This design comes from an exercise in tuning for a short achievable clock period and few clock cycles on the open sky130 flow, not from production work.
In this exercise RTL edits were held to simulation tests only and were not proved equivalent to the original.
No activity file was given, so power comes from the tool's default toggle rates.

==> inputs of v1 <==
==> flow/design.v (excerpt) <==
module rv_core (
  input  logic          clk,
  input  logic          rst,
  output rv_pkg::word_t instr_addr,
  input  rv_pkg::word_t instr_data,
  output rv_pkg::word_t mem_addr,
  output rv_pkg::word_t mem_wdata,
  output logic          mem_read,
  output logic          mem_write,
  input  rv_pkg::word_t mem_rdata,
  output logic          halted,
  output logic          error
);
==> flow/config.mk <==
export PLATFORM = sky130hd
export DESIGN_NAME = rv_core
export DESIGN_NICKNAME = rv_core
export VERILOG_FILES = /design/flow/design.v
export SDC_FILE = /design/flow/constraint.sdc
export NUM_CORES = 4
export LEC_CHECK = 0
export CAP_MARGIN = 20
export CORE_MARGIN = 2
export CORE_UTILIZATION = 40
export SLEW_MARGIN = 20
==> flow/constraint.sdc <==
create_clock -name core_clock -period 10.5 [get_ports {clk}]
set_input_delay 2.1000 -clock core_clock [delete_from_list [all_inputs] [get_ports {clk}]]
set_output_delay 2.1000 -clock core_clock [all_outputs]
set_load 0.01 [all_outputs]
standard.sh (not shown) runs the stock make flow with config.mk's settings and CLKGATE_MAP_FILE= SYNTH_SCRIPT=/design/flow/synth_recipe.tcl, a recipe that flattens the netlist after the stock synthesis.
==> flow/flow/run.sh <==
#!/bin/bash
# The standard layout (the standard.sh, standard synthesis included), with timing
# repair aiming below the clock period (setup margin) so that the achieved period is as
# short as repair can make it, and a stronger buffer on each port than the default.
set -euo pipefail
bash standard.sh SETUP_SLACK_MARGIN=6.5 TNS_END_PERCENT=10 \
  'BUFFER_PORTS_ARGS=-buffer_cell sky130_fd_sc_hd__buf_8' finish > flow_standard.log 2>&1
==> v32: changes against v1 <==
--- a/flow/design.v
+++ b/flow/design.v
@@ -385,12 +385,12 @@
   localparam int NBW = 3;    
   localparam int TW = 10;   
   typedef logic [TW-1:0] tag_t;
   rv_pkg::word_t pc, fa, npc, redir_tgt;
   logic          redir_v;   
-  logic          e_redirect, d_redirect, i_redirect;
-  rv_pkg::word_t e_tgt, d_tgt, i_tgt;
+  logic          e_redirect, d_redirect;
+  rv_pkg::word_t e_tgt, d_tgt;
   assign fa         = redir_tgt | pc;
   assign instr_addr = fa;
   logic [NB-1:0]                b_val;
   tag_t [NB-1:0]                b_tag;
   rv_pkg::word_t [NB-1:0]       b_tgt;
@@ -437,14 +437,14 @@
       pc         <= rv_pkg::RESET_PC;
       redir_tgt  <= '0;
       redir_v    <= 1'b0;
       f_inflight <= 1'b0;
     end else begin
-      redir_v    <= e_redirect || d_redirect || i_redirect;
-      f_inflight <= fetch_en && !e_redirect && !d_redirect && !i_redirect;   
-      pc         <= (e_redirect || d_redirect || i_redirect) ? '0 : (fetch_en ? npc : fa);
-      redir_tgt  <= e_redirect ? e_tgt : (d_redirect ? d_tgt : (i_redirect ? i_tgt : '0));
+      redir_v    <= e_redirect || d_redirect;
+      f_inflight <= fetch_en && !e_redirect && !d_redirect;   
+      pc         <= (e_redirect || d_redirect) ? '0 : (fetch_en ? npc : fa);
+      redir_tgt  <= e_redirect ? e_tgt : (d_redirect ? d_tgt : '0);
     end
     f_pc      <= fa;
     f_pnpc   <= npc;
     f_ptaken <= p_taken;
   end
@@ -470,26 +470,11 @@
   end
   assign p1      = d_pop ? q2 : q1;
   rv_pkg::predec_t f_pd;
   rv_pkg::word_t   f_imm;
   inst_predecode i_predecode (.instr(instr_data), .pd(f_pd), .imm(f_imm));
-  logic          i_fix, i_jal, i_jalr0;
-  logic [11:0]   i_lo_j, i_lo_b;
-  assign i_jal   = (instr_data[6:0] == rv_pkg::OPC_JAL);
-  assign i_jalr0 = (instr_data[6:0] == rv_pkg::OPC_JALR) && (instr_data[19:15] == '0);
-  assign i_fix   = !f_ptaken && (i_jal || i_jalr0 ||
-                   ((instr_data[6:0] == rv_pkg::OPC_BRANCH) && instr_data[31]));
-  rv_add #(.W(12)) i_ilo_j (.a(f_pc[11:0]),
-                            .b({instr_data[20], instr_data[30:21], 1'b0}),   
-                            .cin(1'b0), .s(i_lo_j), .cout());
-  rv_add #(.W(12)) i_ilo_b (.a(f_pc[11:0]),
-                            .b({instr_data[7], instr_data[30:25], instr_data[11:8], 1'b0}),
-                            .cin(1'b0), .s(i_lo_b), .cout());                 
-  assign i_tgt      = i_jalr0 ? {{20{instr_data[31]}}, instr_data[31:21], 1'b0} :
-                      {f_pc[rv_pkg::XLEN-1:12], i_jal ? i_lo_j : i_lo_b};
-  assign i_redirect = f_inflight && i_fix && !stopped;
-  assign f_ent   = {f_pd, f_imm, instr_data, f_pc, i_fix ? i_tgt : f_pnpc, f_ptaken || i_fix};
+  assign f_ent   = {f_pd, f_imm, instr_data, f_pc, f_pnpc, f_ptaken};
   always_ff @(posedge clk) begin
     q0 <= q0_in ? f_ent : p0;
     q1 <= (f_inflight && qc_pop == 2'd1) ? f_ent : p1;
     q2 <= (f_inflight && qc_pop == 2'd2) ? f_ent : q2;
     if (rst || e_redirect || d_redirect)
@@ -534,27 +519,27 @@
   assign a_imm = d_imm[11:0];   
   rv_add #(.W(12)) i_agu_lo (.a(d_base[11:0]), .b(a_imm), .cin(1'b0),
                              .s(d_addr[11:0]), .cout(a_c12));
   rv_add #(.W(20)) i_agu_p1 (.a(d_base[31:12]), .b(20'd0), .cin(1'b1), .s(a_hi_p1), .cout());
   rv_add #(.W(20)) i_agu_m1 (.a(d_base[31:12]), .b('1), .cin(1'b0), .s(a_hi_m1), .cout());
-  logic [19:0] a_hi_c, a_hi_nc;   
-  assign a_hi_c        = a_imm[11] ? d_base[31:12] : a_hi_p1;
-  assign a_hi_nc       = a_imm[11] ? a_hi_m1 : d_base[31:12];
-  assign d_addr[31:12] = a_c12 ? a_hi_c : a_hi_nc;
+  assign d_addr[31:12] = (a_c12 == a_imm[11]) ? d_base[31:12] : (a_c12 ? a_hi_p1 : a_hi_m1);
   rv_add #(.W(30)) i_dpc4 (.a(d.pc[31:2]), .b(30'd1), .cin(1'b0), .s(d_pc4[31:2]), .cout());
   assign d_pc4[1:0] = d.pc[1:0];
   rv_add #(.W(rv_pkg::XLEN)) i_pcimm (.a(d.pc), .b(d_imm), .cin(1'b0), .s(d_pcimm), .cout());
   always_comb begin
-    case (d_ctrl.c_sel)
-      rv_pkg::C_IMM:   d_c = d_imm;
-      rv_pkg::C_PCIMM: d_c = d_pcimm;
-      default:         d_c = d_pc4;
-    endcase
+    if (d_agu)
+      d_c = d_addr;
+    else
+      case (d_ctrl.c_sel)
+        rv_pkg::C_IMM:   d_c = d_imm;
+        rv_pkg::C_PCIMM: d_c = d_pcimm;
+        default:         d_c = d_pc4;
+      endcase
   end
   assign stopped = halted || error;
   assign d_pop   = d_valid && !d_stall;
-  rv_pkg::word_t e_pc, e_op1, e_opb, e_sd, e_c, e_addr, e_pc4, e_pcimm, e_pnpc;
+  rv_pkg::word_t e_pc, e_op1, e_opb, e_sd, e_c, e_pc4, e_pcimm, e_pnpc;
   logic          e_ptaken, e_rds, e_wrs;
   logic          e_m_s, e_m_t, e_m_nt;   
   rv_pkg::word_t e_tnt;                   
   logic          d_eqtgt, d_ctl;
   rv_pkg::word_t t_x, t_g, t_p;
@@ -583,11 +568,10 @@
     e_pc     <= d.pc;
     e_op1    <= d_f1m ? e_res : d_rs1_data;
     e_opb    <= d_ctrl.use_imm ? d_imm : (d_f2m ? e_res : d_rs2_data);
     e_sd     <= d_f2m ? e_res : d_rs2_data;
     e_c      <= d_c;
-    e_addr   <= d_addr;   
     e_pc4    <= d_pc4;
     e_pcimm  <= d_pcimm;
     e_pnpc   <= d_fix ? d_tgt : d.pnpc;
     e_ptaken <= d.ptaken || d_fix;
     e_m_s    <= (d_ctrl.is_jal && !d_eq_fix) ||
@@ -624,25 +608,20 @@
   assign e_act_taken = e_ctrl.is_jal || e_ctrl.is_jalr || (e_ctrl.is_branch && e_taken);
   assign e_redirect = e_valid && (e_m_s || (e_taken ? e_m_t : e_m_nt) ||
                                    (e_ctrl.is_jalr && !e_jalr_ok));
   assign e_tgt = e_ctrl.is_jalr ? {e_sum[rv_pkg::XLEN-1:1], 1'b0} :
                  e_taken        ? e_pcimm : e_tnt;
-  logic d_stop;
-  assign d_stop = d_valid && (d_ctrl.is_ebreak || d_ctrl.illegal) && !e_redirect && !stopped;
   always_ff @(posedge clk) begin
     if (rst) begin
       halted <= 1'b0;
       error  <= 1'b0;
     end else if (e_stop) begin
       halted <= e_ctrl.is_ebreak;
       error  <= e_ctrl.illegal;
-    end else if (d_stop) begin
-      halted <= d_ctrl.is_ebreak;
-      error  <= d_ctrl.illegal;
     end
   end
-  assign mem_addr  = {e_addr[rv_pkg::XLEN-1:2], 2'b00};   
+  assign mem_addr  = {e_c[rv_pkg::XLEN-1:2], 2'b00};   
   assign mem_wdata = e_sd;
   assign mem_read  = e_rds;
   assign mem_write = e_wrs;
   always_ff @(posedge clk) begin
     m_we   <= e_valid && !e_stop && e_ctrl.reg_write;
==> comparison <==
Of v1 and v32, v1 has the higher first-iteration DRC count (gap about 5.4%, measured against v32). In v1 the final area is higher than in v32, by 2.7%. Of v32 and v1, v32 has the higher critical path depth (gap 5). Sequential cell count: v1 is higher than v32 (30). In v1 the synthesized area is higher than in v32, by 1.3%. Between v32 and v1, the lower synthesized cell count is in v32 (gap about 5%, measured against v1). Between v32 and v1, the lower via count is in v32 (gap about 4%, measured against v1). Against v1, the register-to-register slack of v32 is higher by 0.05 ns. In v1 the hold slack is higher than in v32, by 0.017 ns. Of v32 and v1, v1 has the higher non-clock buffer count (gap 85).
==> figures <==
Via Count: v1 112000; v32 107000
Register fraction of the total cell area: v1 46.5%; v32 47.3%
Result of the run: v1 no timing/DRC/antenna violations; v32 no timing/DRC/antenna violations
Share of cell area taken by multi-input logic gates: v1 36.4%; v32 36.5%
Hold slack final: v1 0.376 ns; v32 0.359 ns
Maximum number of pins on one net before global-route repair: v1 126; v32 144
Leak pwr: v1 51.5 nW; v32 50.8 nW
Number of vias per cell after detailed routing: v1 7.03; v32 7.05
Synth Area in Compound Gates: v1 19.2%; v32 17.7%
Post-synthesis area per instance: v1 11.0 µm²; v32 11.5 µm²
Floorplan die area: v1 0.317 mm²; v32 0.313 mm²
Endpoint of the worst-slack reg-to-reg timing path: v1 e_addr[31]; v32 e_c[22]
Multi-input gate area: v1 0.0537 mm²; v32 0.0525 mm²
Switching part of the total: v1 41.5%; v32 43.9%
Die width: v1 563 µm; v32 559 µm
Sequential group power: v1 14.1 mW; v32 14.4 mW
Via count of the first global-routing pass: v1 104000; v32 101000
Total number of sequential cells: v1 2459; v32 2429
Cell count of the worst reg-to-reg path: v1 14; v32 19
Post-synthesis mux area share: v1 3.95%; v32 6.22%
Fraction of synthesized cell area taken by the top area cell type: v1 46.2%; v32 46.8%
Required time of the worst setup path: v1 11.30 ns; v32 11.32 ns
Testbench counts of v1, summed over its fixed seeds: cycles 138,584.
Testbench counts of v32, summed over its fixed seeds: cycles 140,891.

-- port drivers added, routing unchanged --
Ports are ideal in the flow. The routed layouts listed here were re-timed in OpenROAD. Step 1 assumes that a clkbuf_16 drives the clock port and a buf_2 every other input. Step 2, shift: input delay + t, output delay - t, t = (earliest + latest rising clock arrival at the registers) / 2. This alone moves slack from input paths to output paths. a / b / c = ideal ports / drivers / drivers and shift; a / b = the first two.
| run | t (ns) | setup WS [ns] | worst setup path at the end | latest minus earliest clock arrival (ns) | pins driven straight from the clock port |
|---|---|---|---|---|---|
| v1 | 1.010 | 5.851 / 5.851 / 5.347 | input to register | 0.119 / 0.118 | 1 |
| v32 | 1.026 | 5.903 / 5.903 / 5.736 | input to register | 0.089 / 0.089 | 1 |
After both steps every run listed still meets setup and hold. For v1, which loses most, drivers alone change the setup slack by 0.000 ns; drivers and shift together by -0.504 ns.
